This design comes from an exercise in tuning for small area, a short achievable clock period and few clock cycles per item on the open sky130 flow, not from production work.
At most, simulation tests tie the RTL to the original design; equivalence was not proved.
Only the layout flow was run in run 6; the RTL was not checked for function there.

==> design.v <==
package cdd_pkg;
  localparam int DayW   = 5;
  localparam int MonW   = 4;
  localparam int YearW  = 14;
  localparam int CountW = 22;
endpackage
import cdd_pkg::*;
module calendar_day_difference
(
  input  logic              clk,
  input  logic              rst_n,
  input  logic              start,
  output logic              busy,
  input  logic [DayW-1:0]   in_first_day,
  input  logic [MonW-1:0]   in_first_month,
  input  logic [YearW-1:0]  in_first_year,
  input  logic [DayW-1:0]   in_second_day,
  input  logic [MonW-1:0]   in_second_month,
  input  logic [YearW-1:0]  in_second_year,
  output logic              out_valid,
  output logic [CountW-1:0] out_day_count
);
  localparam int SumW   = 24;              
  assign busy = 1'b0;
  logic [DayW-1:0]  in_day  [2];
  logic [MonW-1:0]  in_mon  [2];
  logic [YearW-1:0] in_year [2];
  assign in_day[0]  = in_first_day;
  assign in_mon[0]  = in_first_month;
  assign in_year[0] = in_first_year;
  assign in_day[1]  = in_second_day;
  assign in_mon[1]  = in_second_month;
  assign in_year[1] = in_second_year;
  logic [YearW-1:0] s0_year_r [2];
  logic [9:0]       s0_md_r   [2];    
  logic [3:0]       s0_fl_r   [2];    
  for (genvar i = 0; i < 2; i++) begin : g_in
    logic [8:0] mst;                    
    logic       early, f29, c29, c30;
    always_comb begin
      mst =
        (in_mon[i] == 4'd2) ? 9'd31 :
        (in_mon[i] == 4'd3) ? 9'd59 :
        (in_mon[i] == 4'd4) ? 9'd90 :
        (in_mon[i] == 4'd5) ? 9'd120 :
        (in_mon[i] == 4'd6) ? 9'd151 :
        (in_mon[i] == 4'd7) ? 9'd181 :
        (in_mon[i] == 4'd8) ? 9'd212 :
        (in_mon[i] == 4'd9) ? 9'd243 :
        (in_mon[i] == 4'd10) ? 9'd273 :
        (in_mon[i] == 4'd11) ? 9'd304 :
        (in_mon[i] == 4'd12) ? 9'd334 : 9'd0;
      early = (in_mon[i] <= 4'd2) | (in_mon[i] >= 4'd13);
      f29   = (in_mon[i] == 4'd2) & (in_day[i] == 5'd29);
      c29   = (in_mon[i] == 4'd2) & (in_day[i] == 5'd30);
      c30   = (in_day[i] == 5'd31) &
              ((in_mon[i] == 4'd2) | (in_mon[i] == 4'd4) | (in_mon[i] == 4'd6) |
               (in_mon[i] == 4'd9) | (in_mon[i] == 4'd11));
    end
    always_ff @(posedge clk) begin
      s0_year_r[i] <= (in_year[i] == '0) ? YearW'(2000) : in_year[i];
      s0_md_r[i]   <= 10'(mst) + 10'(in_day[i]);
      s0_fl_r[i]   <= {c30, c29, f29, early};
    end
  end
  logic [7:0]  qc   [2];    
  logic [2:0]  cv   [2];    
  for (genvar i = 0; i < 2; i++) begin : g_date
    logic [25:0] prod;      
    logic [11:0] qx;
    logic        mod100, leap, c1, c28, c29, c30;
    always_comb begin
      qx     = s0_year_r[i][YearW-1:2];
      prod   = (26'(qx) << 10) + (26'(qx) << 8) + (26'(qx) << 5) - 26'(qx);
      qc[i]  = prod[22:15];
      mod100 = (prod[14:8] < 7'd5);
      leap   = (s0_year_r[i][1:0] == 2'b00) & (~mod100 | (qc[i][1:0] == 2'b00));
      c1  = s0_fl_r[i][0] & leap;
      c28 = s0_fl_r[i][1] & ~leap;
      c29 = s0_fl_r[i][2];
      c30 = s0_fl_r[i][3];
      cv[i] = {c28 | c29 | c30, c30 | (c29 & c1), c1 ^ c29};
    end
  end
  logic [17:0] s1_y5_nxt;      
  logic [13:0] s1_small_nxt;   
  always_comb begin
    logic [11:0] nx1;
    logic [9:0]  nmd1;
    logic [13:0] sa, sb, sc, sd, ss1, sc1, ss2, sc2;
    nx1  = ~s0_year_r[1][YearW-1:2];
    nmd1 = ~s0_md_r[1];
    s1_y5_nxt    = 18'(s0_year_r[0]) + (18'(s0_year_r[0]) << 2)
                   - 18'(s0_year_r[1]) - (18'(s0_year_r[1]) << 2);
    sa = 14'(s0_year_r[0][YearW-1:2]);
    sb = 14'(nx1);
    sc = 14'(s0_md_r[0]);
    sd = 14'(nmd1);
    ss1 = sa ^ sb ^ sc;
    sc1 = ((sa & sb) | (sa & sc) | (sb & sc)) << 1;
    ss2 = ss1 ^ sc1 ^ sd;
    sc2 = ((ss1 & sc1) | (ss1 & sd) | (sc1 & sd)) << 1;
    s1_small_nxt = ss2 + sc2;
  end
  logic [17:0] s1_y5_r;
  logic [13:0] s1_small_r;
  logic [7:0]  s1_qc_r [2];
  logic [2:0]  s1_cv_r [2];
  always_ff @(posedge clk) begin
    s1_y5_r    <= s1_y5_nxt;
    s1_small_r <= s1_small_nxt;
    s1_qc_r[0] <= qc[0];
    s1_qc_r[1] <= qc[1];
    s1_cv_r[0] <= cv[0];
    s1_cv_r[1] <= cv[1];
  end
  localparam int SmOff = 4095 + 1023;
  localparam int KBase = -73 * (1 << 17) - SmOff - 255 - 63 - 31 - 1;
  logic [SumW-1:0] s2_ysum_nxt;
  logic [9:0]      s2_lsum_nxt;
  always_comb begin
    logic [17:0] y5u;
    logic [13:0] smu;
    logic [7:0]  nq0;
    logic [5:0]  nq1;
    logic [4:0]  cpos, cneg;
    logic [SumW-1:0] r1, r2, r3, r4, kk, ts1, tc1, ts2, tc2, ts3, tc3;
    y5u  = s1_y5_r ^ 18'h20000;
    smu  = s1_small_r;
    r1 = SumW'(y5u);
    r2 = SumW'(y5u) << 3;
    r3 = SumW'(y5u) << 6;
    r4 = SumW'(smu);
    kk = SumW'(KBase);
    ts1 = r1 ^ r2 ^ r3;
    tc1 = ((r1 & r2) | (r1 & r3) | (r2 & r3)) << 1;
    ts2 = ts1 ^ tc1 ^ r4;
    tc2 = ((ts1 & tc1) | (ts1 & r4) | (tc1 & r4)) << 1;
    ts3 = ts2 ^ tc2 ^ kk;
    tc3 = ((ts2 & tc2) | (ts2 & kk) | (tc2 & kk)) << 1;
    s2_ysum_nxt = ts3 + tc3;
    nq0  = ~s1_qc_r[0];
    nq1  = ~s1_qc_r[1][7:2];
    cpos = {s1_cv_r[1][2], s1_cv_r[1][2], s1_cv_r[1][2], s1_cv_r[1][1], s1_cv_r[1][0]};
    cneg = ~{s1_cv_r[0][2], s1_cv_r[0][2], s1_cv_r[0][2], s1_cv_r[0][1], s1_cv_r[0][0]};
    s2_lsum_nxt = 10'(nq0) + 10'(s1_qc_r[0][7:2]) + 10'(s1_qc_r[1]) + 10'(nq1)
                  + 10'(cpos) + 10'(cneg);
  end
  logic [SumW-1:0] s2_ysum_r;
  logic [9:0]      s2_lsum_r;
  always_ff @(posedge clk) begin
    s2_ysum_r <= s2_ysum_nxt;
    s2_lsum_r <= s2_lsum_nxt;
  end
  logic [CountW-1:0] s3_cnt_nxt;
  always_comb begin
    logic [SumW:0] pos, neg;
    logic [SumW-1:0] lsx;
    lsx = SumW'(s2_lsum_r);
    pos = {s2_ysum_r, 1'b1} + {lsx, 1'b1};
    neg = {~s2_ysum_r, 1'b1} + {~lsx, 1'b1};
    if (pos[SumW])
      s3_cnt_nxt = neg[CountW+1] ? {CountW{1'b1}} : neg[CountW:1];
    else
      s3_cnt_nxt = pos[CountW+1] ? {CountW{1'b1}} : pos[CountW:1];
  end
  logic [CountW-1:0] s3_cnt_r;
  always_ff @(posedge clk) begin
    s3_cnt_r <= s3_cnt_nxt;
  end
  logic s0_vld_r, s1_vld_r, s2_vld_r, s3_vld_r;
  always_ff @(posedge clk) begin
    if (!rst_n) begin
      s0_vld_r <= 1'b0;
      s1_vld_r <= 1'b0;
      s2_vld_r <= 1'b0;
      s3_vld_r <= 1'b0;
    end else begin
      s0_vld_r <= start;
      s1_vld_r <= s0_vld_r;
      s2_vld_r <= s1_vld_r;
      s3_vld_r <= s2_vld_r;
    end
  end
  assign out_valid     = s3_vld_r;
  assign out_day_count = s3_cnt_r;
endmodule
==> run.sh <==
#!/bin/bash
# synth_recipe.tcl (not shown) runs the flow's synth.tcl, then flattens the netlist and writes it again
# the make line also repeats each setting of config.mk as NAME=value (left out here)
make -C /OpenROAD-flow-scripts/flow DESIGN_CONFIG=/design/flow/config.mk WORK_HOME=/design/flow/orfs CLKGATE_MAP_FILE= SYNTH_SCRIPT=/design/flow/synth_recipe.tcl finish
==> config.mk <==
export PLATFORM = sky130hd
export DESIGN_NAME = calendar_day_difference
export DESIGN_NICKNAME = calendar_day_difference
export VERILOG_FILES = /design/flow/design.v
export SDC_FILE = /design/flow/constraint.sdc
export NUM_CORES = 4
export LEC_CHECK = 0
export CAP_MARGIN = 20
export CORE_MARGIN = 2
export CORE_UTILIZATION = 65
export SETUP_SLACK_MARGIN = 5
export SLEW_MARGIN = 20
==> constraint.sdc <==
create_clock -name core_clock -period 9.5 [get_ports {clk}]
set_input_delay 1.9000 -clock core_clock [delete_from_list [all_inputs] [get_ports {clk}]]
set_output_delay 1.9000 -clock core_clock [all_outputs]
set_load 0.01 [all_outputs]
==> summary.md, run 1 <==
| Metric | Value |
|---|---|
| Status | `no timing/DRC/antenna violations` |
| Die W | `150.1 um` |
| Worst Setup Start Kind | `register` |
| Die Y | `about 150 um` |
| CTS clk-pin slew, worst paths | `around 0.07 ns` |
| DR iter-0 viols | `408` |
| Fmax | `approximately 230 MHz` |
| CP Capture Type | `register` |
| DIE AREA | `between 20000 and 25000 um2` |
| Post-CTS Setup Inserts | `0` |
| #FFs+latches synth | `170` |
| Max_cap viols | `0` |
| Worst Path Buf+Inv | `3` |
| Hold Buf Count CTS | `0` |
| Later-pin clock latency in the skew report | `0.44 ns` |
| Nets | `1928` |
| Clk buf depth | `2` |
| Distinct cells, synth | `73` |
| Unrepaired setup endpoints after global routing | `yes` |
| Total negative slack | `0 ns` |
| First-pass GRT wire length | `about 50000 um` |
| Initial Util | `about two thirds` |
| WL/cell | `16.40 um` |
| Dpl hpwl | `24870 um` |
| Port Buffers | `between 70 and 80` |
| Router iterations before antenna repair | `5` |
| Vias | `10140` |
| Routed Antenna Nets | `0` |
| Area Growth Syn to Fin | `10.69%` |
| Post-synth EDFFs | `0` |
| Critical Path Most Common Cell | `inv_1` |
| CTS tree | `built` |
| Worst-path maximum fanout | `5` |
| Ant. Diodes | `0` |
| Total Routed Length | `29940 um` |
| Final WS setup | `5.144 ns` |
| Placer Congestion | `0.9051` |
| CP arrival | `roughly 4.7 ns` |
| Fin Clk Skew | `0.01258 ns` |
| Synthesized cell area | `13880 um2` |
| Inst Count DP | `1793` |
| Crit Path Class | `reg -> reg` |
| Grt total ovfl | `0` |
| Worst path cell trace | `inv_1 > fa_1 > inv_1 > fa_1 > inv_1 > ha_1 > and4_1 > a211oi_1 > o21ai_1 > a21oi_1 > nand2_1 > mux2i_1 > a22oi_1 > o311ai_1 > nor2_1 > ha_1 > or2_2` |
| Vias per cell | `5.553` |
| Final hold violations | `0` |
| Pin count of the biggest net entering global routing | `24` |
| Number of global-route vias before repair | `10200` |
| Fin crit period | `~4.4 ns` |
| Slew Limit Fails | `0` |
| Worst-margin pin slew | `roughly 0.96 ns` |
| Post-synthesis sequential area ratio | `approximately a quarter` |
| Fillers | `1595` |
| Syn avg cell area | `between 9 and 10 um2` |
| Async SR Flop Fraction | `0%` |
| DRC Markers | `0` |
| Setup slack at placement | `4.588 ns` |
| Final Non-Filler Cells | `~1800` |
| Total CTS buffers | `17` |
| Core box area | `between 20000 and 25000 um2` |
| Core Rows | `between 50 and 60` |
| Slowest CP cell | `fa_1` |
| Synth warnings | `11` |
| Initial antenna violation count | `0` |
| Hold Path Class | `reg -> reg` |
| Design Area, Final | `between 15000 and 20000 um2` |
| Final setup vio count | `0` |
| GRT Overall Usage | `28.19%` |
| I/O pins | `73` |
| Main synth FF type | `dfxtp_1` |
| Root Buffer | `clkbuf_16` |
| Tcrit/Tclk final | `45.85%` |
| Placed Instance Area | `roughly 15000 um2` |
| Mapped Cells | `~1500` |
| Largest delay contributor family on the critical path | `adder cells` |
| Data required time of the critical path | `9.82 ns` |
| Layout cells sized above 1 | `between 2 and 3%` |
| Slew HR | `36.00%` |
| Clk sinks | `170` |
| H-tree levels | `4` |
| CP peak stage delay | `between 0.5 and 0.6 ns` |
==> placed cells by master (no fill, tap or decap), types with 7 or more instances in the layout <==
cell / n
inv_1: 282
ha_1: 224
dfxtp_1: 170
fa_1: 118
nor2_1: 81
a21oi_1: 79
clkdlybuf4s50_1: 64
xnor2_1: 53
o21ai_0: 48
nand2_1: 48
a21o_1: 35
nor3_1: 29
nor2b_1: 24
nand2b_1: 20
xor2_1: 19
clkbuf_16: 17
nor4_1: 15
o21a_1: 14
nand3_1: 13
o21bai_1: 10
and2_1: 9
nand4_1: 8
o21ai_1: 8
mux2i_1: 8
a221oi_1: 8
a22o_1: 7
o22ai_1: 7
dlymetal6s2s_1: 7
==> metrics by stage <==
stage	util, %	hold slack, ns
after global routing	73.29	0.4471
final	73.29	0.4298
after global placement	70.52	0.4071
after CTS	73.17	0.4336
after detailed placement	70.52	0.4163
after floorplan	-	0.4053
==> registers in the layout, summed over array words and instances, names as in the netlist <==
signal	count
s1_y5_r	18
s3_vld_r	1
s2_vld_r	1
s2_lsum_r	10
s3_cnt_r	22
s0_year_r	28
s0_vld_r	1
s1_vld_r	1
s2_ysum_r	24
s1_qc_r	16
s0_fl_r	8
s0_md_r	20
s1_small_r	14
s1_cv_r	6
==> cell families after synthesis <==
family / after synthesis / synth area share, %
muxes: 13 / 0.9829
AOI/OAI and AO/OA: 284 / 13.64
adders and majority gates: 342 / 37.22
xor gates and xnor gates: 72 / 4.545
buffers and inverters: 320 / 8.792
and+or+nand+nor: 281 / 10.26
DFF: 170 / 24.53
other: 1 / 0.02703
==> synthesized netlist by cell type, drive strengths merged, types with 7 or more instances <==
| library cell | n | share of area, % |
|---|---|---|
| xnor2 | 53 | 3.3 |
| nand2b | 20 | 0.90 |
| nand3 | 13 | 0.47 |
| clkbuf | 30 | 0.81 |
| nand2 | 48 | 1.3 |
| o21a | 14 | 0.76 |
| nor4 | 15 | 0.68 |
| nor3 | 29 | 1.0 |
| a22o | 7 | 0.44 |
| nor2 | 81 | 2.2 |
| or2 | 7 | 0.32 |
| a21oi | 79 | 2.8 |
| o21ai | 56 | 2.0 |
| inv | 282 | 7.6 |
| xor2 | 19 | 1.2 |
| a21o | 35 | 1.9 |
| and2 | 10 | 0.47 |
| nor2b | 24 | 1.1 |
| o22ai | 7 | 0.32 |
| dfxtp | 170 | 25 |
| ha | 224 | 20 |
| fa | 118 | 17 |
| mux2i | 8 | 0.58 |
| buf | 8 | 0.35 |
| o21bai | 10 | 0.54 |
| a221oi | 9 | 0.57 |
| nand4 | 8 | 0.36 |
==> worst paths after layout <==
check | startpoint | endpoint | slack [ns] | cells past startpoint
hold reg to reg | s2_vld_r | s3_vld_r | 0.43 | 1
setup / recovery | s0_year_r[0][13] | s1_cv_r[0][1] | 5.14 | 17
hold / removal | s2_vld_r | s3_vld_r | 0.43 | 1
setup reg to reg | s0_year_r[0][13] | s1_cv_r[0][1] | 5.14 | 17
==> what timing repair did <==
action	4_1_cts	5_1_grt
setup endpoints to repair	1	4
gates cloned	0	0
resized for setup	2	9
pin swaps	0	0
==> per-layer routing <==
| layer | vias to the layer above | share of wire (%) | track usage (%) |
|---|---|---|---|
| met2 | 238 | 50 | 50.62 |
| met4 | 0 | 4.0 | 11.75 |
| li1 | 5029 | - | - |
| met1 | 4796 | 43 | 33.92 |
| met3 | 72 | 3.6 | 3.909 |
| met5 | - | 0 | 0 |
==> final cells by class <==
class,instances,area [um2],share of cell area [%]
inverters,282,1059,6.892
clock inverters,14,111.4,0.7251
flip-flops and latches,170,3403,22.16
multi-input cells,995,9274,60.38
repair buffers,71,728.2,4.741
clock buffers,18,439.2,2.859
well taps,275,344.1,2.240
Testbench counts, summed over its fixed seeds: cycles 16,040, items 16,000.
==> run 2: changes to the inputs <==
--- a/config.mk
+++ b/config.mk
@@ -7,6 +7,7 @@
 export LEC_CHECK = 0
 export CAP_MARGIN = 20
 export CORE_MARGIN = 2
-export CORE_UTILIZATION = 65
+export CORE_UTILIZATION = 40
+export CTS_BUF_LIST = sky130_fd_sc_hd__clkbuf_4 sky130_fd_sc_hd__clkbuf_8
 export SETUP_SLACK_MARGIN = 5
 export SLEW_MARGIN = 20
==> run 2 against run 1 <==
Net effect: area after synthesis stayed put; critical path type is now in -> reg; sequential share of layout area is 0.22 points lower; critical path depth fell by 5; still clean on timing, DRC and antenna; first-iteration DRC count decreased by 13%; synthesized cell count is the same; worst hold slack improved by 0.0077 ns; worst setup slack better by 0.021 ns.
==> summary.md, run 2 <==
| Metric | Value |
|---|---|
| Status | `no timing/DRC/antenna violations (unchanged)` |
| Number of global-route vias before repair | `10040 (was 10200)` |
| Unrepaired setup endpoints after global routing | `yes (unchanged)` |
| GRT Overall Usage | `17.48% (was 28.19%)` |
| Hold Path Class | `reg -> reg (unchanged)` |
| Core Rows | `68 (was 53)` |
| Synth top area cells | `dfxtp_1 25%, ha_1 20%, fa_1 17%, inv_1 7.6%, xnor2_1 3.3% (unchanged)` |
| Worst-path maximum fanout | `11 (was 5)` |
| Root Buffer | `clkbuf_8 (was clkbuf_16)` |
| Port Buffers | `71 (unchanged)` |
| Distinct cells, synth | `73 (unchanged)` |
| Syn avg cell area | `9.357 um2 (unchanged)` |
| Mux contribution to synthesized area | `0.9829% (unchanged)` |
| Vias | `9868 (was 10140)` |
| DR iter-0 viols | `355 (was 408)` |
| Later-pin clock latency in the skew report | `0.48 ns (was 0.44 ns)` |
| Vias per cell | `4.922 (was 5.553)` |
| Hold Buf Count CTS | `0 (unchanged)` |
| Clk buf depth | `2 (unchanged)` |
| Total Routed Length | `30090 um (was 29940 um)` |
| DRC Markers | `0 (unchanged)` |
| DIE AREA | `36200 um2 (was 22530 um2)` |
| Synthesized cell area | `13880 um2 (unchanged)` |
| Final hold violations | `0 (unchanged)` |
| Post-synth EDFFs | `0 (unchanged)` |
| Fmax | `230.7 MHz (was 229.6 MHz)` |
| Area Growth Syn to Fin | `11.86% (was 10.69%)` |
| Max FFs per register | `28 (unchanged)` |
| Worst reg-to-reg setup slack | `5.21 ns (was 5.14 ns)` |
| Synth Area in Simple Gates | `10.26% (unchanged)` |
| Async SR Flop Fraction | `0% (unchanged)` |
| Adder-Cell Fraction of Synth Area | `37.22% (unchanged)` |
| WL/cell | `15.01 um (was 16.40 um)` |
| Commonest cells in the netlist | `282 x inv_1, 224 x ha_1, 170 x dfxtp_1 (unchanged)` |
| Data required time of the critical path | `9.87 ns (was 9.82 ns)` |
| Tcrit/Tclk final | `45.63% (was 45.85%)` |
| Crit Path Class | `in -> reg (was reg -> reg)` |
| Die Y | `190.3 um (was 150.1 um)` |
| #FFs+latches synth | `170 (unchanged)` |
| CP Capture Type | `register (unchanged)` |
| Final setup vio count | `0 (unchanged)` |
| Synth warnings | `11 (unchanged)` |
| Fin crit period | `4.335 ns (was 4.356 ns)` |
| Layout cells sized above 1 | `3.226% (was 2.968%)` |
| Placed Instance Area | `15000 um2 (was 14780 um2)` |
| Nets | `1929 (was 1928)` |
| Mapped Cells | `1483 (unchanged)` |
| Ant. Diodes | `0 (unchanged)` |
| Commonest cells after routing, fill and taps aside | `282 x inv_1, 224 x ha_1, 169 x dfxtp_1 (was 282 x inv_1, 224 x ha_1, 170 x dfxtp_1)` |
| CTS clk-pin slew, worst paths | `0.09 ns (was 0.07 ns)` |
| CTS tree | `built (unchanged)` |
| I/O pins | `73 (unchanged)` |
| Clk sinks | `170 (unchanged)` |
| Worst Setup Start Kind | `input pin (was register)` |
| Grt total ovfl | `0 (unchanged)` |
| Util after Layout | `45.16% (was 73.29%)` |
| Final WS setup | `5.165 ns (was 5.144 ns)` |
| Core box area | `34370 um2 (was 20960 um2)` |
| Design Area, Final | `15520 um2 (was 15360 um2)` |
| First-pass GRT wire length | `49960 um (was 49270 um)` |
| Die W | `190.3 um (was 150.1 um)` |
| Setup slack at placement | `4.563 ns (was 4.588 ns)` |
| Post-synthesis xor/xnor area fraction | `4.545% (unchanged)` |
| Post-synth top area cell | `dfxtp_1 (unchanged)` |
| Pin count of the biggest net entering global routing | `24 (unchanged)` |
| Most frequent cell after synthesis | `inv_1 (unchanged)` |
| Slew HR | `37.77% (was 36.00%)` |
| Complex-gate fraction of the synthesized area | `13.64% (unchanged)` |
| Fin Clk Skew | `0.01509 ns (was 0.01258 ns)` |
| Worst-margin pin slew | `0.9300 ns (was 0.9564 ns)` |
| Initial Util | `40.37% (was 66.22%)` |
| Register name with the most flops | `s0_year_r (unchanged)` |
| Initial antenna violation count | `0 (unchanged)` |
| Post-synthesis sequential area ratio | `24.53% (unchanged)` |
| CP arrival | `4.71 ns (was 4.68 ns)` |
| Synth top area share | `24.53% (unchanged)` |
| Dpl hpwl | `25470 um (was 24870 um)` |
| Routed Antenna Nets | `0 (unchanged)` |
| H-tree levels | `4 (unchanged)` |
| Router iterations before antenna repair | `5 (unchanged)` |
| Max_cap viols | `0 (unchanged)` |
| Total negative slack | `0 ns (unchanged)` |
| Placer Congestion | `0.9159 (was 0.9051)` |
| Main synth FF type | `dfxtp_1 (unchanged)` |
| Slew Limit Fails | `0 (unchanged)` |
| Commonest non-fill, non-tap cell in the layout | `inv_1 (unchanged)` |
| Total CTS buffers | `17 (unchanged)` |
| Main combinational cell family by area after synthesis | `adder cells (unchanged)` |
| Regs by FF count | `s0_year_r x28, s2_ysum_r x24, s3_cnt_r x22 (unchanged)` |
## run 2: worst paths after layout
path         cells after the start            end               start
max                             12  s0_md_r[1][7]  in_second_month[2]
min                              1       s3_vld_r            s2_vld_r
min reg2reg                      1       s3_vld_r            s2_vld_r
max reg2reg                     16  s1_cv_r[0][1]    s0_year_r[0][13]
## run 2: cell type report
class	count	area (um2)
inverters	282	1059
clock inverters	13	216.5
multi-input cells	995	9289
flip-flops and latches	170	3405
clock buffers	18	247.7
fillers	3305	18850
repair buffers	72	735.7
well taps	455	569.3
## run 2: logic make-up (layout without fill, tap and decap cells)
kind of cell,Yosys count,in the layout
DFF,170,170
buffers and inverters,320,385
xor gates and xnor gates,72,72
AOI/OAI and AO/OA,284,284
adders and majority gates,342,342
and+or+nand+nor,281,281
other,1,3
muxes,13,13
## run 2: metrics by stage
step / instances / hold WS, ns
after floorplan: 1485 / 0.4053
after global placement: 1973 / 0.4113
after detailed placement: 1973 / 0.4190
after CTS: 2004 / 0.4421
after global routing: 2005 / 0.4671
final: 2005 / 0.4375
## run 2: worst max-delay path: stages
cell and delay (ns):
clkdlybuf4s50_1 0.68, mux2i_1 0.12, mux2_2 0.28, a21oi_1 0.24
ha_1 0.29, a21o_1 0.16, a21oi_1 0.21, nor2b_1 0.07
o21ai_0 0.16, nand2b_1 0.10, a21oi_1 0.16, mux2_2 0.34
## run 2: timing repair
action | CTS | global route
pin swaps | 0 | 1
gates resized for setup | 2 | 13
endpoints found under the setup margin | 1 | 7
setup buffers | 0 | 1
## run 2: per-layer routing
layer | vias to the layer above | wire [um] | GRT usage [%]
li1 | 5021 | - | -
met1 | 4636 | 13910 | 22.46
met3 | 27 | 1121 | 2.981
met2 | 184 | 14400 | 29.84
met5 | - | 0 | 0
met4 | 0 | 652 | 5.725
==> run 3: changes to the inputs <==
--- a/config.mk
+++ b/config.mk
@@ -8,6 +8,5 @@
 export CAP_MARGIN = 20
 export CORE_MARGIN = 2
 export CORE_UTILIZATION = 40
-export CTS_BUF_LIST = sky130_fd_sc_hd__clkbuf_4 sky130_fd_sc_hd__clkbuf_8
 export SETUP_SLACK_MARGIN = 5
 export SLEW_MARGIN = 20
==> run 3 against run 2 <==
Net effect: still clean on timing, DRC and antenna; design area up 1.3%; sequential cell count unchanged; routed wire length up 0.41%; maximum frequency up 1.2%; utilization up 0.57 points; clock-buffer cell count unchanged; critical path type is now reg -> reg; largest cell class unchanged; highest routed layer unchanged.
==> summary.md, run 3 <==
| Metric | Value |
|---|---|
| Status | `no timing/DRC/antenna violations (unchanged)` |
| #FFs+latches synth | `170 (unchanged)` |
| Routing usage on met2 | `30.14% (was 29.84%)` |
| Distinct cells, synth | `73 (unchanged)` |
| Total CTS buffers | `17 (unchanged)` |
| Initial Util | `40.37% (unchanged)` |
| Critical Path End | `s1_cv_r[0][1] (was s0_md_r[1][7])` |
| Util after Layout | `45.73% (was 45.16%)` |
| Worst Path Buf+Inv | `3 (was 1)` |
| Main synth FF type | `dfxtp_1 (unchanged)` |
| Vias per cell | `4.914 (was 4.922)` |
| Later-pin clock latency in the skew report | `0.44 ns (was 0.48 ns)` |
| Slew HR | `38.40% (was 37.77%)` |
| Worst-path maximum fanout | `5 (was 11)` |
| Synth top area share | `24.53% (unchanged)` |
| Fin crit period | `4.281 ns (was 4.335 ns)` |
| Data required time of the critical path | `9.82 ns (was 9.87 ns)` |
| Layout cells sized above 1 | `3.226% (unchanged)` |
| Syn avg cell area | `9.357 um2 (unchanged)` |
| Commonest cells in the netlist | `282 x inv_1, 224 x ha_1, 170 x dfxtp_1 (unchanged)` |
| Async SR Flop Fraction | `0% (unchanged)` |
| Router iterations before antenna repair | `4 (was 5)` |
| Worst-margin pin slew | `0.9206 ns (was 0.9300 ns)` |
| Root Buffer | `clkbuf_16 (was clkbuf_8)` |
| CTS clk-pin slew, worst paths | `0.07 ns (was 0.09 ns)` |
| CP Capture Type | `register (unchanged)` |
| Initial antenna violation count | `1 (was 0)` |
| Worst reg-to-reg setup slack | `5.22 ns (was 5.21 ns)` |
| Commonest non-fill, non-tap cell in the layout | `inv_1 (unchanged)` |
| Final setup vio count | `0 (unchanged)` |
| Total Routed Length | `30210 um (was 30090 um)` |
| Worst path cell trace | `inv_1 > fa_1 > inv_1 > fa_1 > inv_1 > ha_1 > and4_1 > a211oi_1 > o21ai_2 > a221oi_2 > xnor2_1 > nor2_1 > o311ai_1 > nor2_1 > ha_1 > or2_2 (was clkdlybuf4s50_1 > mux2i_1 > mux2_2 > a21oi_1 > ha_1 > a21o_1 > a21oi_1 > nor2b_1 > o21ai_0 > nand2b_1 > a21oi_1 > mux2_2)` |
| Grt met1 use | `22.39% (was 22.46%)` |
| Area Growth Syn to Fin | `13.27% (was 11.86%)` |
| Total negative slack | `0 ns (unchanged)` |
| Max FFs per register | `28 (unchanged)` |
| Crit. Startpoint | `s0_year_r[0][13] (was in_second_month[2])` |
| Min Hold Slack | `0.4312 ns (was 0.4375 ns)` |
| WL/cell | `15.06 um (was 15.01 um)` |
| Gr busiest metal | `met2 (unchanged)` |
| GRT Overall Usage | `17.61% (was 17.48%)` |
| Fmax | `233.6 MHz (was 230.7 MHz)` |
| Largest delay contributor family on the critical path | `adder cells (was compound AO/OA/AOI/OAI gates)` |
| Synth top area cells | `dfxtp_1 25%, ha_1 20%, fa_1 17%, inv_1 7.6%, xnor2_1 3.3% (unchanged)` |
| Number of global-route vias before repair | `10100 (was 10040)` |
| Final hold violations | `0 (unchanged)` |
| Register name with the most flops | `s0_year_r (unchanged)` |
| Synthesized cell area | `13880 um2 (unchanged)` |
| Unrepaired setup endpoints after global routing | `yes (unchanged)` |
| Reg2reg path depth | `16 (unchanged)` |
| Hold Path Class | `reg -> reg (unchanged)` |
| Setup slack at placement | `4.563 ns (unchanged)` |
| Reg2reg end | `s1_cv_r[0][1] (unchanged)` |
| DIE AREA | `36200 um2 (unchanged)` |
| Core Rows | `68 (unchanged)` |
| Clk sinks | `170 (unchanged)` |
| Post-synthesis sequential area ratio | `24.53% (unchanged)` |
| Placer Congestion | `0.9159 (unchanged)` |
| CP peak stage delay | `0.51 ns (was 0.68 ns)` |
| Die Y | `190.3 um (unchanged)` |
| Fillers | `3289 (was 3305)` |
| Max_cap viols | `0 (unchanged)` |
| Routed Antenna Nets | `0 (unchanged)` |
| Critical Path Most Common Cell | `inv_1 (was a21oi_1)` |
| Dpl hpwl | `25470 um (unchanged)` |
| Nets | `1929 (unchanged)` |
| H-tree levels | `4 (unchanged)` |
| Slew Limit Fails | `0 (unchanged)` |
| Regs by FF count | `s0_year_r x28, s2_ysum_r x24, s3_cnt_r x22 (unchanged)` |
| Fin Clk Skew | `0.009837 ns (was 0.01509 ns)` |
| Post-synth EDFFs | `0 (unchanged)` |
| Post-synth top area cell | `dfxtp_1 (unchanged)` |
| DR iter-0 viols | `337 (was 355)` |
| Crit Path Class | `reg -> reg (was in -> reg)` |
| Worst flop-to-flop path startpoint | `s0_year_r[0][13] (unchanged)` |
| I/O pins | `73 (unchanged)` |
| Clk buf depth | `2 (unchanged)` |
| CP arrival | `4.60 ns (was 4.71 ns)` |
| Pin count of the biggest net entering global routing | `24 (unchanged)` |
| Critical path depth | `16 (was 12)` |
| Core box area | `34370 um2 (unchanged)` |
| Synth warnings | `11 (unchanged)` |
| Most frequent cell after synthesis | `inv_1 (unchanged)` |
| Die W | `190.3 um (unchanged)` |
| Worst Setup Start Kind | `register (was input pin)` |
| Hold Buf Count CTS | `0 (unchanged)` |
| Vias | `9858 (was 9868)` |
| Tcrit/Tclk final | `45.07% (was 45.63%)` |
| Slowest CP cell | `fa_1 (was clkdlybuf4s50_1)` |
| Port Buffers | `71 (unchanged)` |
| Grt total ovfl | `0 (unchanged)` |
| Routing usage on met3 | `3.165% (was 2.981%)` |
| Mapped Cells | `1483 (unchanged)` |
| CTS tree | `built (unchanged)` |
| DRC Markers | `0 (unchanged)` |
| Commonest cells after routing, fill and taps aside | `282 x inv_1, 224 x ha_1, 169 x dfxtp_1 (unchanged)` |
| Final WS setup | `5.219 ns (was 5.165 ns)` |
| First-pass GRT wire length | `50240 um (was 49960 um)` |
run 3: cell counts after synthesis:
No cell type changed its count.
run 3: through the flow:
stage                     cells  cell area (um2)
after floorplan            1485            13880
after global placement     1973            15000
after detailed placement   1973            15000
after CTS                  2004            15660
after global routing       2005            15720
final                      2006            15720
run 3: layout make-up:
type | count | area [um2] | share of cell area, %
Antenna cell | 1 | 2.502 | 0.01592
Clock inverter | 13 | 216.5 | 1.377
Sequential cell | 170 | 3405 | 21.66
Multi-Input combinational cell | 995 | 9289 | 59.10
Clock buffer | 18 | 439.2 | 2.794
Timing Repair Buffer | 72 | 738.2 | 4.697
Tap cell | 455 | 569.3 | 3.622
Inverter | 282 | 1059 | 6.735
run 3: cells by family after synthesis:
group	after synthesis	share of synthesized area [%]
buf+inv	320	8.792
xor+xnor	72	4.545
simple gates	281	10.26
compound gates	284	13.64
mux	13	0.9829
other cells	1	0.02703
flops	170	24.53
fa+ha+maj	342	37.22
run 3: worst reg2reg max path: stages (launching register included):
cell and delay [ns]:
dfxtp_1 0.44, inv_1 0.19, fa_1 0.51, inv_1 0.05, fa_1 0.50, inv_1 0.04
ha_1 0.34, and4_1 0.19, a211oi_1 0.26, o21ai_2 0.17, a221oi_2 0.30, xnor2_1 0.17
nor2_1 0.08, o311ai_1 0.35, nor2_1 0.09, ha_1 0.18, or2_2 0.28
run 3: per-layer routing:
layer  routed length [um]  vias up  share of wire, %
li1                     -     5027                 -
met1                14010     4628                46
met2                14420      173                48
met3                 1042       30               3.4
met4                  742        0               2.5
met5                    0        -                 0
run 3: worst min path at each step:
stage                        from  cells after the start            end  slack [ns]
global route             s2_vld_r                      1       s3_vld_r        0.46
detailed placement       s2_vld_r                      1       s3_vld_r        0.42
finish                   s2_vld_r                      1       s3_vld_r        0.43
floorplan           s0_fl_r[0][3]                      1  s1_cv_r[0][2]        0.41
global placement         s2_vld_r                      1       s3_vld_r        0.41
CTS                      s2_vld_r                      1       s3_vld_r        0.44
run 3: timing repair:
item / CTS / global route
endpoints found under the setup margin: 1 / 6
resized for setup: 2 / 14
buffers inserted: 0 / 1
pin swaps: 0 / 1
==> run 4: changes to the inputs <==
==> flow/run.sh (new file) <==
#!/bin/bash
# Standard layout; keeps a copy of the scripts it was given.
cp standard.sh standard_sh.log
cp config.mk config_mk.log
bash standard.sh > standard.log 2>&1
==> standard.sh (new file) <==
#!/bin/bash
# synth_recipe.tcl (not shown) runs the flow's synth.tcl, then flattens the netlist and writes it again
# the make line also repeats each setting of config.mk as NAME=value (left out here)
make -C /OpenROAD-flow-scripts/flow DESIGN_CONFIG=/design/flow/config.mk WORK_HOME=/design/flow/orfs CLKGATE_MAP_FILE= SYNTH_SCRIPT=/design/flow/synth_recipe.tcl "${@:-finish}"
removed: run.sh
==> run 4 against run 3 <==
Net effect: clock skew unchanged; design area unchanged; via count unchanged; non-clock buffer count unchanged; clock-buffer cell count unchanged; sequential share of layout area unchanged; worst hold slack unchanged; critical endpoint unchanged; highest routed layer unchanged.
==> summary.md, run 4 <==
| Metric | Value |
|---|---|
| Status | `no timing/DRC/antenna violations (unchanged)` |
| Commonest non-fill, non-tap cell in the layout | `inv_1 (unchanged)` |
| Reg2reg path depth | `16 (unchanged)` |
| Nets | `1929 (unchanged)` |
| DRC Markers | `0 (unchanged)` |
| Port Buffers | `71 (unchanged)` |
| FF+latch area | `3405 um2 (unchanged)` |
| Total Routed Length | `30210 um (unchanged)` |
| Total CTS buffers | `17 (unchanged)` |
| Data required time of the critical path | `9.82 ns (about the same)` |
| CTS tree | `built (unchanged)` |
| Commonest cells in the netlist | `282 x inv_1, 224 x ha_1, 170 x dfxtp_1 (unchanged)` |
| Routed Antenna Nets | `0 (unchanged)` |
| Mapped Cells | `1483 (unchanged)` |
| Layout cells sized above 1 | `3.226% (unchanged)` |
| GRT Overall Usage | `17.61% (unchanged)` |
| Tcrit/Tclk final | `45.07% (unchanged)` |
| Later-pin clock latency in the skew report | `0.44 ns (about the same)` |
| Regs by FF count | `s0_year_r x28, s2_ysum_r x24, s3_cnt_r x22 (unchanged)` |
| Post-synth top area cell | `dfxtp_1 (unchanged)` |
| Hold path start | `s2_vld_r (unchanged)` |
| Syn avg cell area | `9.357 um2 (unchanged)` |
| Hold path depth | `1 (unchanged)` |
| I/O pins | `73 (unchanged)` |
| Pin count of the biggest net entering global routing | `24 (unchanged)` |
| Placer Congestion | `0.9159 (unchanged)` |
| Number of global-route vias before repair | `10100 (unchanged)` |
| Max FFs per register | `28 (unchanged)` |
| Initial antenna violation count | `1 (unchanged)` |
| Die W | `190.3 um (unchanged)` |
| Grt total ovfl | `0 (unchanged)` |
| CP Capture Type | `register (unchanged)` |
| Fin Clk Skew | `0.009837 ns (unchanged)` |
| Main synth FF type | `dfxtp_1 (unchanged)` |
| Max_cap viols | `0 (unchanged)` |
| Final hold violations | `0 (unchanged)` |
| Crit. Startpoint | `s0_year_r[0][13] (unchanged)` |
| Unrepaired setup endpoints after global routing | `yes (unchanged)` |
| Area Growth Syn to Fin | `13.27% (unchanged)` |
| Synthesized cell area | `13880 um2 (unchanged)` |
| Distinct cells, synth | `73 (unchanged)` |
| Core box area | `34370 um2 (unchanged)` |
| Vias per cell | `4.914 (unchanged)` |
| Initial Util | `40.37% (unchanged)` |
| First-pass GRT wire length | `50240 um (unchanged)` |
| Worst Setup Start Kind | `register (unchanged)` |
| DIE AREA | `36200 um2 (unchanged)` |
| CTS clk-pin slew, worst paths | `0.07 ns (about the same)` |
| Hold Buf Count CTS | `0 (unchanged)` |
| Synth top area cells | `dfxtp_1 25%, ha_1 20%, fa_1 17%, inv_1 7.6%, xnor2_1 3.3% (unchanged)` |
| Destination of the worst hold path | `s3_vld_r (unchanged)` |
| Most frequent cell after synthesis | `inv_1 (unchanged)` |
| Router iterations before antenna repair | `4 (unchanged)` |
| DR iter-0 viols | `337 (unchanged)` |
| Worst-path maximum fanout | `5 (unchanged)` |
| Worst flop-to-flop path startpoint | `s0_year_r[0][13] (unchanged)` |
| Synth top area share | `24.53% (unchanged)` |
| Reg2reg end | `s1_cv_r[0][1] (unchanged)` |
| Dpl hpwl | `25470 um (unchanged)` |
| H-tree levels | `4 (unchanged)` |
| Hold Path Class | `reg -> reg (unchanged)` |
| Commonest cells after routing, fill and taps aside | `282 x inv_1, 224 x ha_1, 169 x dfxtp_1 (unchanged)` |
| Fin crit period | `4.281 ns (unchanged)` |
| Area taken by multi-input logic gates | `9289 um2 (unchanged)` |
| WL/cell | `15.06 um (unchanged)` |
| Fmax | `233.6 MHz (unchanged)` |
| Fillers | `3289 (unchanged)` |
| Slew Limit Fails | `0 (unchanged)` |
| Die Y | `190.3 um (unchanged)` |
| CP arrival | `4.60 ns (about the same)` |
| Final setup vio count | `0 (unchanged)` |
| Post-synthesis sequential area ratio | `24.53% (unchanged)` |
| Synth warnings | `11 (unchanged)` |
| Clk buf depth | `2 (unchanged)` |
| Total negative slack | `0 ns (unchanged)` |
| Slew HR | `38.40% (unchanged)` |
| Root Buffer | `clkbuf_16 (unchanged)` |
| Crit Path Class | `reg -> reg (unchanged)` |
| Post-synth EDFFs | `0 (unchanged)` |
| Min Hold Slack | `0.4312 ns (unchanged)` |
| Vias | `9858 (unchanged)` |
| Clk sinks | `170 (unchanged)` |
| Core Rows | `68 (unchanged)` |
| Register name with the most flops | `s0_year_r (unchanged)` |
| #FFs+latches synth | `170 (unchanged)` |
| Worst reg-to-reg setup slack | `5.22 ns (about the same)` |
| Async SR Flop Fraction | `0% (unchanged)` |
| Worst-margin pin slew | `0.9206 ns (unchanged)` |
## run 4: kinds of logic after synthesis
| group | Yosys count | share of synthesized area (%) |
|---|---|---|
| buffers and inverters | 320 | 8.792 |
| flip-flops | 170 | 24.53 |
| AND/OR/NAND/NOR | 281 | 10.26 |
| other | 1 | 0.02703 |
| multiplexers | 13 | 0.9829 |
| XOR/XNOR | 72 | 4.545 |
| adder cells (fa/ha/maj) | 342 | 37.22 |
| AO/OA/AOI/OAI | 284 | 13.64 |
## run 4: through the flow
| step | util [%] | std cells | setup WS (ns) | cell area [um2] |
|---|---|---|---|---|
| after global placement | 43.64 | 1973 | 4.618 | 15000 |
| after detailed placement | 43.64 | 1973 | 4.563 | 15000 |
| after floorplan | - | 1485 | 5.295 | 13880 |
| after CTS | 45.57 | 2004 | 5.002 | 15660 |
| after global routing | 45.72 | 2005 | 4.964 | 15720 |
| final | 45.73 | 2006 | 5.219 | 15720 |
## run 4: area by class of cell
| class | count | share of cell area (%) |
|---|---|---|
| sequential | 170 | 21.66 |
| antenna | 1 | 0.01592 |
| clock inverter | 13 | 1.377 |
| inverter | 282 | 6.735 |
| multi-input combinational | 995 | 59.10 |
| tap | 455 | 3.622 |
| clock buffer | 18 | 2.794 |
| timing repair buffer | 72 | 4.697 |
## run 4: what timing repair did
| action | 4_1_cts | 5_1_grt |
|---|---|---|
| pin swaps | 0 | 1 |
| buffers inserted | 0 | 1 |
| endpoints found under the setup margin | 1 | 6 |
| resized for setup | 2 | 14 |
## run 4: worst max-delay path, stage by stage (launching register included)
cell and delay [ns]:
dfxtp_1 0.44, inv_1 0.19, fa_1 0.51, inv_1 0.05, fa_1 0.50, inv_1 0.04
ha_1 0.34, and4_1 0.19, a211oi_1 0.26, o21ai_2 0.17, a221oi_2 0.30, xnor2_1 0.17
nor2_1 0.08, o311ai_1 0.35, nor2_1 0.09, ha_1 0.18, or2_2 0.28
## run 4: worst max-delay path by stage
stage | cells after the start | slack (ns) | endpoint
2_1_floorplan | 12 | 5.30 | s0_md_r[1][7]
3_3_place_gp | 12 | 4.62 | s0_md_r[1][7]
3_5_place_dp | 12 | 4.56 | s0_md_r[0][7]
4_1_cts | 12 | 5.00 | s0_md_r[0][7]
5_1_grt | 16 | 4.96 | s1_cv_r[0][1]
6_report | 16 | 5.22 | s1_cv_r[0][1]
## run 4: metal layers
metal  routed length (um)  vias to the layer above  part of all wire (%)  track usage (%)
li1                     -                     5027                     -                -
met1                14010                     4628                    46            22.39
met2                14420                      173                    48            30.14
met3                 1042                       30                   3.4            3.165
met4                  742                        0                   2.5            5.963
met5                    0                        -                     0                0
==> run 5: changes to the inputs <==
==> flow/run.sh (replaced) <==
#!/bin/bash
# The standard layout (standard.sh, unchanged otherwise), with repair_timing
# aiming 6.5 ns below the clock period instead of 5 ns. The clock period and
# the constraints are the design's.
set -euo pipefail
sed 's/SETUP_SLACK_MARGIN=5 /SETUP_SLACK_MARGIN=6.5 /' standard.sh > standard_m.sh
grep -q 'SETUP_SLACK_MARGIN=6.5 ' standard_m.sh
bash standard_m.sh > standard.log 2>&1
==> run 5 against run 4 <==
Net effect: first-iteration DRC count increased by 13%; worst setup slack better by 0.51 ns; design area grew 18%; utilization is 8.1 points higher; still clean; via count grew 9.2%; area after synthesis stayed put; critical path type unchanged; critical endpoint unchanged; worst hold slack gained 0.0027 ns.
==> summary.md, run 5 <==
| Metric | Value |
|---|---|
| Max_cap viols | `0 (unchanged)` |
| Final hold violations | `0 (unchanged)` |
| Commonest cells after routing, fill and taps aside | `238 x inv_1, 179 x ha_1, 115 x dfxtp_1 (was 282 x inv_1, 224 x ha_1, 169 x dfxtp_1)` |
| Layout cells sized above 1 | `29.26% (was 3.226%)` |
| Router iterations before antenna repair | `7 (was 4)` |
| Ant. Diodes | `0 (was 1)` |
| DR iter-0 viols | `380 (was 337)` |
| Max FFs per register | `28 (unchanged)` |
| Synth top area cells | `dfxtp_1 25%, ha_1 20%, fa_1 17%, inv_1 7.6%, xnor2_1 3.3% (unchanged)` |
| Worst Setup Start Kind | `register (unchanged)` |
| Area Growth Syn to Fin | `33.31% (was 13.27%)` |
| Die Y | `190.3 um (unchanged)` |
| Mapped Cells | `1483 (unchanged)` |
| Dpl hpwl | `25520 um (was 25470 um)` |
| Die W | `190.3 um (unchanged)` |
| I/O pins | `73 (unchanged)` |
| Regs by FF count | `s0_year_r x28, s2_ysum_r x24, s3_cnt_r x22 (unchanged)` |
| Later-pin clock latency in the skew report | `0.44 ns (about the same)` |
| Async SR Flop Fraction | `0% (unchanged)` |
| Data required time of the critical path | `9.83 ns (was 9.82 ns)` |
| Post-synth top area cell | `dfxtp_1 (unchanged)` |
| Fmax | `265.5 MHz (was 233.6 MHz)` |
| Syn avg cell area | `9.357 um2 (unchanged)` |
| Grt met1 use | `22.89% (was 22.39%)` |
| Design Area, Final | `18500 um2 (was 15720 um2)` |
| CP arrival | `4.09 ns (was 4.60 ns)` |
| Total negative slack | `0 ns (unchanged)` |
| Core box area | `34370 um2 (unchanged)` |
| Fin Clk Skew | `0.01075 ns (was 0.009837 ns)` |
| Area taken by multi-input logic gates | `10760 um2 (was 9289 um2)` |
| WL/cell | `15.70 um (was 15.06 um)` |
| Slew Limit Fails | `0 (unchanged)` |
| Slowest CP cell | `fa_1 (unchanged)` |
| Clk buf depth | `2 (unchanged)` |
| Total CTS buffers | `17 (unchanged)` |
| Nets | `2073 (was 1929)` |
| CTS clk-pin slew, worst paths | `0.07 ns (about the same)` |
| CTS tree | `built (unchanged)` |
| DIE AREA | `36200 um2 (unchanged)` |
| Fillers | `3036 (was 3289)` |
| Worst-path maximum fanout | `4 (was 5)` |
| Fin crit period | `3.767 ns (was 4.281 ns)` |
| GRT Overall Usage | `18.90% (was 17.61%)` |
| Placed Instance Area | `15450 um2 (was 15000 um2)` |
| Synthesized cell area | `13880 um2 (unchanged)` |
| Hold Buf Count CTS | `0 (unchanged)` |
| Unrepaired setup endpoints after global routing | `yes (unchanged)` |
| Tcrit/Tclk final | `39.65% (was 45.07%)` |
| FF+latch area | `3545 um2 (was 3405 um2)` |
| Root Buffer | `clkbuf_16 (unchanged)` |
| Vias | `10760 (was 9858)` |
| Worst path cell trace | `inv_6 > fa_1 > inv_2 > fa_1 > inv_2 > ha_4 > and4_1 > a211oi_2 > o21ai_2 > buf_4 > a21oi_4 > nand2_1 > mux2i_1 > a22oi_1 > o311ai_2 > nor2_1 > ha_2 > or2_4 (was inv_1 > fa_1 > inv_1 > fa_1 > inv_1 > ha_1 > and4_1 > a211oi_1 > o21ai_2 > a221oi_2 > xnor2_1 > nor2_1 > o311ai_1 > nor2_1 > ha_1 > or2_2)` |
| CP peak stage delay | `0.52 ns (was 0.51 ns)` |
| Register name with the most flops | `s0_year_r (unchanged)` |
| Initial antenna violation count | `0 (was 1)` |
| CP Capture Type | `register (unchanged)` |
| Hold Path Class | `reg -> reg (unchanged)` |
| #FFs+latches synth | `170 (unchanged)` |
| Most frequent cell after synthesis | `inv_1 (unchanged)` |
| Main synth FF type | `dfxtp_1 (unchanged)` |
| Total Routed Length | `33760 um (was 30210 um)` |
| Status | `no timing/DRC/antenna violations (unchanged)` |
| Core Rows | `68 (unchanged)` |
| Number of global-route vias before repair | `10850 (was 10100)` |
| Synth top area share | `24.53% (unchanged)` |
| DRC Markers | `0 (unchanged)` |
| Commonest non-fill, non-tap cell in the layout | `inv_1 (unchanged)` |
| Port Buffers | `71 (unchanged)` |
| Distinct cells, synth | `73 (unchanged)` |
| Post-synthesis sequential area ratio | `24.53% (unchanged)` |
| Gr busiest metal | `met2 (unchanged)` |
| Post-synth EDFFs | `0 (unchanged)` |
| Commonest cells in the netlist | `282 x inv_1, 224 x ha_1, 170 x dfxtp_1 (unchanged)` |
| Clk sinks | `170 (unchanged)` |
| Pin count of the biggest net entering global routing | `17 (was 24)` |
| Routing usage on met3 | `2.889% (was 3.165%)` |
| Placer Congestion | `0.8909 (was 0.9159)` |
| Routing usage on met2 | `34.25% (was 30.14%)` |
| H-tree levels | `4 (unchanged)` |
| Crit Path Class | `reg -> reg (unchanged)` |
| Synth warnings | `11 (unchanged)` |
| First-pass GRT wire length | `54210 um (was 50240 um)` |
| Worst reg-to-reg setup slack | `5.73 ns (was 5.22 ns)` |
| Vias per cell | `5.006 (was 4.914)` |
| Final setup vio count | `0 (unchanged)` |
| Min Hold Slack | `0.4339 ns (was 0.4312 ns)` |
| Initial Util | `40.37% (unchanged)` |
| Routed Antenna Nets | `0 (unchanged)` |
| Grt total ovfl | `0 (unchanged)` |
-- run 5: repair_timing --
item,CTS,global route
hold endpoints to repair,0,0
pin swaps,131,111
cloned,5,0
setup endpoints to repair,116,86
buffers inserted,94,46
resized for setup,271,150
-- run 5: cells by family (layout without fill, tap and decap cells) --
family                     after synthesis  in the layout  synth area share [%]
adders and majority gates              342            342                 37.22
buffers and inverters                  320            526                 8.792
AOI/OAI and AO/OA                      284            284                 13.64
and+or+nand+nor                        281            285                 10.26
DFF                                    170            170                 24.53
xor gates and xnor gates                72             72                 4.545
muxes                                   13             13                0.9829
other                                    1              3               0.02703
-- run 5: per-layer routing --
metal,part of all wire [%],up-vias,wire length (um)
met4,2.8,0,945
met3,3.0,57,997
li1,-,5330,-
met2,50,207,17020
met1,44,5168,14800
met5,0,-,0
-- run 5: worst paths after layout --
kind	to	cells past startpoint	from
max	s1_cv_r[0][1]	18	s0_year_r[0][13]
min	s3_vld_r	1	s2_vld_r
max reg2reg	s1_cv_r[0][1]	18	s0_year_r[0][13]
min reg2reg	s3_vld_r	1	s2_vld_r
-- run 5: layout make-up --
type,instances,area share (%)
clock inverters,13,0.6291
clock buffers,19,2.340
flip-flops and latches,170,19.16
inverters,282,6.094
multi-input cells,999,58.15
well taps,455,3.078
repair buffers,212,10.55
-- run 5: through the flow --
step / setup WS (ns) / cells / utilization (%)
2_1_floorplan: 5.642 / 1485 / -
3_3_place_gp: 4.802 / 1973 / 44.94
3_5_place_dp: 4.753 / 1973 / 44.94
4_1_cts: 5.789 / 2104 / 50.96
5_1_grt: 5.564 / 2150 / 53.81
6_report: 5.733 / 2150 / 53.81
-- run 5: worst max-delay path, delay by kind of cell (launching register included) --
family	cells	cell delay, ns
DFF	1	0.38
muxes	1	0.13
and+or+nand+nor	4	0.53
AOI/OAI and AO/OA	5	0.85
adders and majority gates	4	1.46
buffers and inverters	4	0.30
==> run 6: changes to the inputs <==
--- a/design.v
+++ b/design.v
@@ -154,15 +154,16 @@
   end
   logic [CountW-1:0] s3_cnt_nxt;
   always_comb begin
-    logic [SumW:0] pos, neg;
-    logic [SumW-1:0] lsx;
+    logic [SumW-1:0] lsx, mag;
+    logic [10:0]     low;
+    logic [SumW:0]   sum;
+    logic            sgn;
     lsx = SumW'(s2_lsum_r);
-    pos = {s2_ysum_r, 1'b1} + {lsx, 1'b1};
-    neg = {~s2_ysum_r, 1'b1} + {~lsx, 1'b1};
-    if (pos[SumW])
-      s3_cnt_nxt = neg[CountW+1] ? {CountW{1'b1}} : neg[CountW:1];
-    else
-      s3_cnt_nxt = pos[CountW+1] ? {CountW{1'b1}} : pos[CountW:1];
+    low = {1'b0, s2_ysum_r[9:0]} + {1'b0, s2_lsum_r} + 11'd1;
+    sgn = s2_ysum_r[SumW-1] & ~((&s2_ysum_r[SumW-1:10]) & low[10]);
+    sum = {s2_ysum_r, ~sgn} + {lsx, ~sgn};
+    mag = sum[SumW:1] ^ {SumW{sgn}};
+    s3_cnt_nxt = mag[CountW] ? {CountW{1'b1}} : mag[CountW-1:0];
   end
   logic [CountW-1:0] s3_cnt_r;
   always_ff @(posedge clk) begin
==> run.sh (new file) <==
#!/bin/bash
# synth_recipe.tcl (not shown) runs the flow's synth.tcl, then flattens the netlist and writes it again
# the make line also repeats each setting of config.mk as NAME=value (left out here)
make -C /OpenROAD-flow-scripts/flow DESIGN_CONFIG=/design/flow/config.mk WORK_HOME=/design/flow/orfs CLKGATE_MAP_FILE= SYNTH_SCRIPT=/design/flow/synth_recipe.tcl finish
removed: flow/run.sh
removed: standard.sh
==> run 6 against run 5 <==
Net effect: still clean; critical path depth decreased by 5; register-to-register slack got worse by 0.53 ns; sequential cell count unchanged; largest cell class unchanged.
==> summary.md, run 6 <==
| Metric | Value |
|---|---|
| Gr busiest metal | `met2 (unchanged)` |
| Root Buffer | `clkbuf_16 (unchanged)` |
| Worst-margin pin slew | `~1.0 ns` |
| Die W | `189.3 um (was 190.3 um)` |
| DR iter-0 viols | `371 (was 380)` |
| Regs by FF count | `s0_year_r x28, s2_ysum_r x24, s3_cnt_r x22 (unchanged)` |
| Slew HR | `30.08%` |
| CTS tree | `built (unchanged)` |
| Tcrit/Tclk final | `45.49% (was 39.65%)` |
| Reg2reg path depth | `16 (was 18)` |
| Hold path start | `s2_vld_r (unchanged)` |
| Total negative slack | `0 ns (unchanged)` |
| First-pass GRT wire length | `47840 um (was 54210 um)` |
| CP Capture Type | `register (unchanged)` |
| Clk buf depth | `2 (unchanged)` |
| Distinct cells, synth | `80 (was 73)` |
| Total Routed Length | `29130 um (was 33760 um)` |
| Dpl hpwl | `24790 um (was 25520 um)` |
| Worst Setup Start Kind | `input pin (was register)` |
| Grt met1 use | `22.04% (was 22.89%)` |
| Synth warnings | `11 (unchanged)` |
| Die Y | `189.3 um (was 190.3 um)` |
| Commonest non-fill, non-tap cell in the layout | `inv_1 (unchanged)` |
| Slew Limit Fails | `0 (unchanged)` |
| Routing usage on met3 | `2.780% (was 2.889%)` |
| Synth Area in Simple Gates | `11.34% (was 10.26%)` |
| Synth top area share | `24.79% (was 24.53%)` |
| Initial antenna violation count | `0 (unchanged)` |
| Commonest cells in the netlist | `268 x inv_1, 220 x ha_1, 170 x dfxtp_1 (was 282 x inv_1, 224 x ha_1, 170 x dfxtp_1)` |
| Synth top area cells | `dfxtp_1 25%, ha_1 20%, fa_1 17%, inv_1 7.3%, xnor2_1 4.4% (was dfxtp_1 25%, ha_1 20%, fa_1 17%, inv_1 7.6%, xnor2_1 3.3%)` |
| Post-synth top area cell | `dfxtp_1 (unchanged)` |
| Async SR Flop Fraction | `0% (unchanged)` |
| Clk sinks | `170 (unchanged)` |
| DRC Markers | `0 (unchanged)` |
| Unrepaired setup endpoints after global routing | `yes (unchanged)` |
| Min Hold Slack | `0.4300 ns (was 0.4339 ns)` |
| Register name with the most flops | `s0_year_r (unchanged)` |
| I/O pins | `73 (unchanged)` |
| Status | `no timing/DRC/antenna violations (unchanged)` |
| Most frequent cell after synthesis | `inv_1 (unchanged)` |
| Port Buffers | `71 (unchanged)` |
| Worst-path maximum fanout | `10 (was 4)` |
| Worst flop-to-flop path startpoint | `s0_year_r[1][13] (was s0_year_r[0][13])` |
| Post-synthesis sequential area ratio | `24.79% (was 24.53%)` |
| Data required time of the critical path | `9.83 ns (about the same)` |
| Commonest cells after routing, fill and taps aside | `264 x inv_1, 216 x ha_1, 169 x dfxtp_1 (was 238 x inv_1, 179 x ha_1, 115 x dfxtp_1)` |
| GRT Overall Usage | `16.97% (was 18.90%)` |
| Complex-gate fraction of the synthesized area | `11.26% (was 13.64%)` |
| Core Rows | `67 (was 68)` |
| Crit Path Class | `in -> reg (was reg -> reg)` |
| Routed Antenna Nets | `0 (unchanged)` |
| Reg2reg end | `s1_cv_r[1][1] (was s1_cv_r[0][1])` |
| Final setup vio count | `0 (unchanged)` |
| Area taken by multi-input logic gates | `9238 um2 (was 10760 um2)` |
| Fillers | `3232 (was 3036)` |
| Placer Congestion | `0.9078 (was 0.8909)` |
| Max_cap viols | `0 (unchanged)` |
| Util after Layout | `46.18% (was 53.81%)` |
| Syn avg cell area | `9.508 um2 (was 9.357 um2)` |
| Mapped Cells | `1444 (was 1483)` |
| Fin Clk Skew | `0.01647 ns (was 0.01075 ns)` |
| Core box area | `33700 um2 (was 34370 um2)` |
| Main combinational cell family by area after synthesis | `adder cells (unchanged)` |
| Nets | `1894 (was 2073)` |
| H-tree levels | `4 (unchanged)` |
| Hold path depth | `1 (unchanged)` |
| Final hold violations | `0 (unchanged)` |
| Max FFs per register | `28 (unchanged)` |
| Area Growth Syn to Fin | `13.35% (was 33.31%)` |
| DIE AREA | `35820 um2 (was 36200 um2)` |
| Synthesized cell area | `13730 um2 (was 13880 um2)` |
| FF+latch area | `3405 um2 (was 3545 um2)` |
| Router iterations before antenna repair | `5 (was 7)` |
| Layout cells sized above 1 | `5.191% (was 29.26%)` |
| #FFs+latches synth | `170 (unchanged)` |
| Adder-Cell Fraction of Synth Area | `36.96% (was 37.22%)` |
| Grt total ovfl | `0 (unchanged)` |
| CTS clk-pin slew, worst paths | `0.07 ns (about the same)` |
| Fin crit period | `4.322 ns (was 3.767 ns)` |
| Pin count of the biggest net entering global routing | `23 (was 17)` |
| Initial Util | `40.74% (was 40.37%)` |
| Hold Path Class | `reg -> reg (unchanged)` |
| Number of global-route vias before repair | `9409 (was 10850)` |
| Post-synth EDFFs | `0 (unchanged)` |
| Worst reg-to-reg setup slack | `5.20 ns (was 5.73 ns)` |
| WL/cell | `14.79 um (was 15.70 um)` |
| Mux contribution to synthesized area | `0.3007% (was 0.9829%)` |
| Ant. Diodes | `0 (unchanged)` |
| Total CTS buffers | `17 (unchanged)` |
| Vias per cell | `4.763 (was 5.006)` |
| Routing usage on met2 | `29.21% (was 34.25%)` |
| Fmax | `231.4 MHz (was 265.5 MHz)` |
| Vias | `9383 (was 10760)` |
| CP arrival | `4.65 ns (was 4.09 ns)` |
| Main synth FF type | `dfxtp_1 (unchanged)` |
| Later-pin clock latency in the skew report | `0.45 ns (was 0.44 ns)` |
| Post-synthesis xor/xnor area fraction | `7.008% (was 4.545%)` |
| Destination of the worst hold path | `s3_vld_r (unchanged)` |
-- run 6: cell types whose count changed after synthesis, moves of 7 or more --
cell	delta
nand2_1	+30
xor2_1	+20
a21oi_1	-19
nor2_1	-18
o21ai_0	-16
xnor2_1	+16
nand3_1	+15
nor2b_1	-15
inv_1	-14
a221oi_1	-8
a21o_1	-7
nor4_1	-7
o21ai_1	-7
or3_1	+7
-- run 6: how the worst max path moves through the flow --
stage	start	end	slack [ns]	depth (start not counted)
6_report	in_second_month[1]	s0_md_r[1][8]	5.18	13
3_5_place_dp	in_first_month[2]	s0_md_r[0][8]	4.55	16
5_1_grt	in_first_month[0]	s0_md_r[0][7]	5.00	15
4_1_cts	in_first_month[2]	s0_md_r[0][8]	5.03	16
2_1_floorplan	in_first_month[3]	s0_md_r[0][8]	5.31	16
3_3_place_gp	in_first_month[2]	s0_md_r[0][8]	4.62	16
-- run 6: area by class of cell --
| type | instances | share of cell area, % |
|---|---|---|
| clock buffer | 18 | 2.822 |
| inverter | 268 | 6.512 |
| tap | 448 | 3.602 |
| timing repair buffer | 77 | 4.888 |
| clock inverter | 14 | 0.9407 |
| sequential | 170 | 21.88 |
| multi-input combinational | 975 | 59.36 |
-- run 6: cell families (layout without fill, tap and decap cells) --
kind of cell,after synthesis,count (layout)
simple gates,303,303
compound gates,220,220
mux,4,4
other cells,1,3
xor+xnor,109,109
fa+ha+maj,336,336
flops,170,170
buf+inv,301,377
-- run 6: layer usage --
metal	routed length, um	part of all wire [%]
met4	491	1.7
met2	13790	47
met5	0	0
met1	13840	48
met3	1016	3.5
-- run 6: worst max-delay path, cell delays in order --
cell and delay [ns]:
clkdlybuf4s50_1 0.67, inv_1 0.15, and3_1 0.20, a21oi_1 0.11, o22ai_1 0.10, ha_1 0.24, fa_1 0.41, a21o_1 0.21
a21o_1 0.19, a21oi_1 0.16, nor2_1 0.07, o21ai_0 0.13, a21boi_0 0.10
-- run 6: through the flow --
step | cells | area [um2] | worst slack, ns
after global placement | 1933 | 14880 | 4.616
final | 1970 | 15560 | 5.178
after global routing | 1970 | 15560 | 5.002
after floorplan | 1446 | 13740 | 5.311
after detailed placement | 1933 | 14880 | 4.554
after CTS | 1965 | 15470 | 5.027
-- run 6: what timing repair did --
item	4_1_cts	5_1_grt
endpoints found under the setup margin	0	5
gates resized for setup	0	18
buffers inserted	0	5
hold buffers	0	0

re-timing with driven ports:
No port has a modelled driver above. Below, the same layouts with a new extraction and two added sets of constraints.
Step 1: set_driving_cell puts a clkbuf_16 on clk and a buf_2 on each other input, an assumption about the parent block.
Step 2 times the ports against the registers' clock, not the clock port: input delays grow and output delays shrink by t, the midpoint of the rising clock arrivals with the driver on.
Three values: ideal, step 1, step 2; two values: the first two.
| run | shift t [ns] | slack for setup (ns) | hold slack, ns |
|---|---|---|---|
| run 1 | 0.480 | 5.144 / 5.144 / 4.714 | 0.430 / 0.430 / 0.430 |
| run 2 | 0.524 | 5.165 / 5.193 / 4.670 | 0.437 / 0.437 / 0.437 |
| run 3 | 0.486 | 5.219 / 5.219 / 4.930 | 0.431 / 0.431 / 0.431 |
| run 4 | 0.486 | 5.219 / 5.219 / 4.930 | 0.431 / 0.431 / 0.431 |
| run 5 | 0.478 | 5.733 / 5.733 / 5.442 | 0.434 / 0.434 / 0.434 |
| run 6 | 0.489 | 5.178 / 5.195 / 4.714 | 0.430 / 0.430 / 0.430 |
After both steps every run listed still meets setup and hold. For run 2, which loses most, drivers alone change the setup slack by +0.028 ns; drivers and shift together by -0.495 ns.
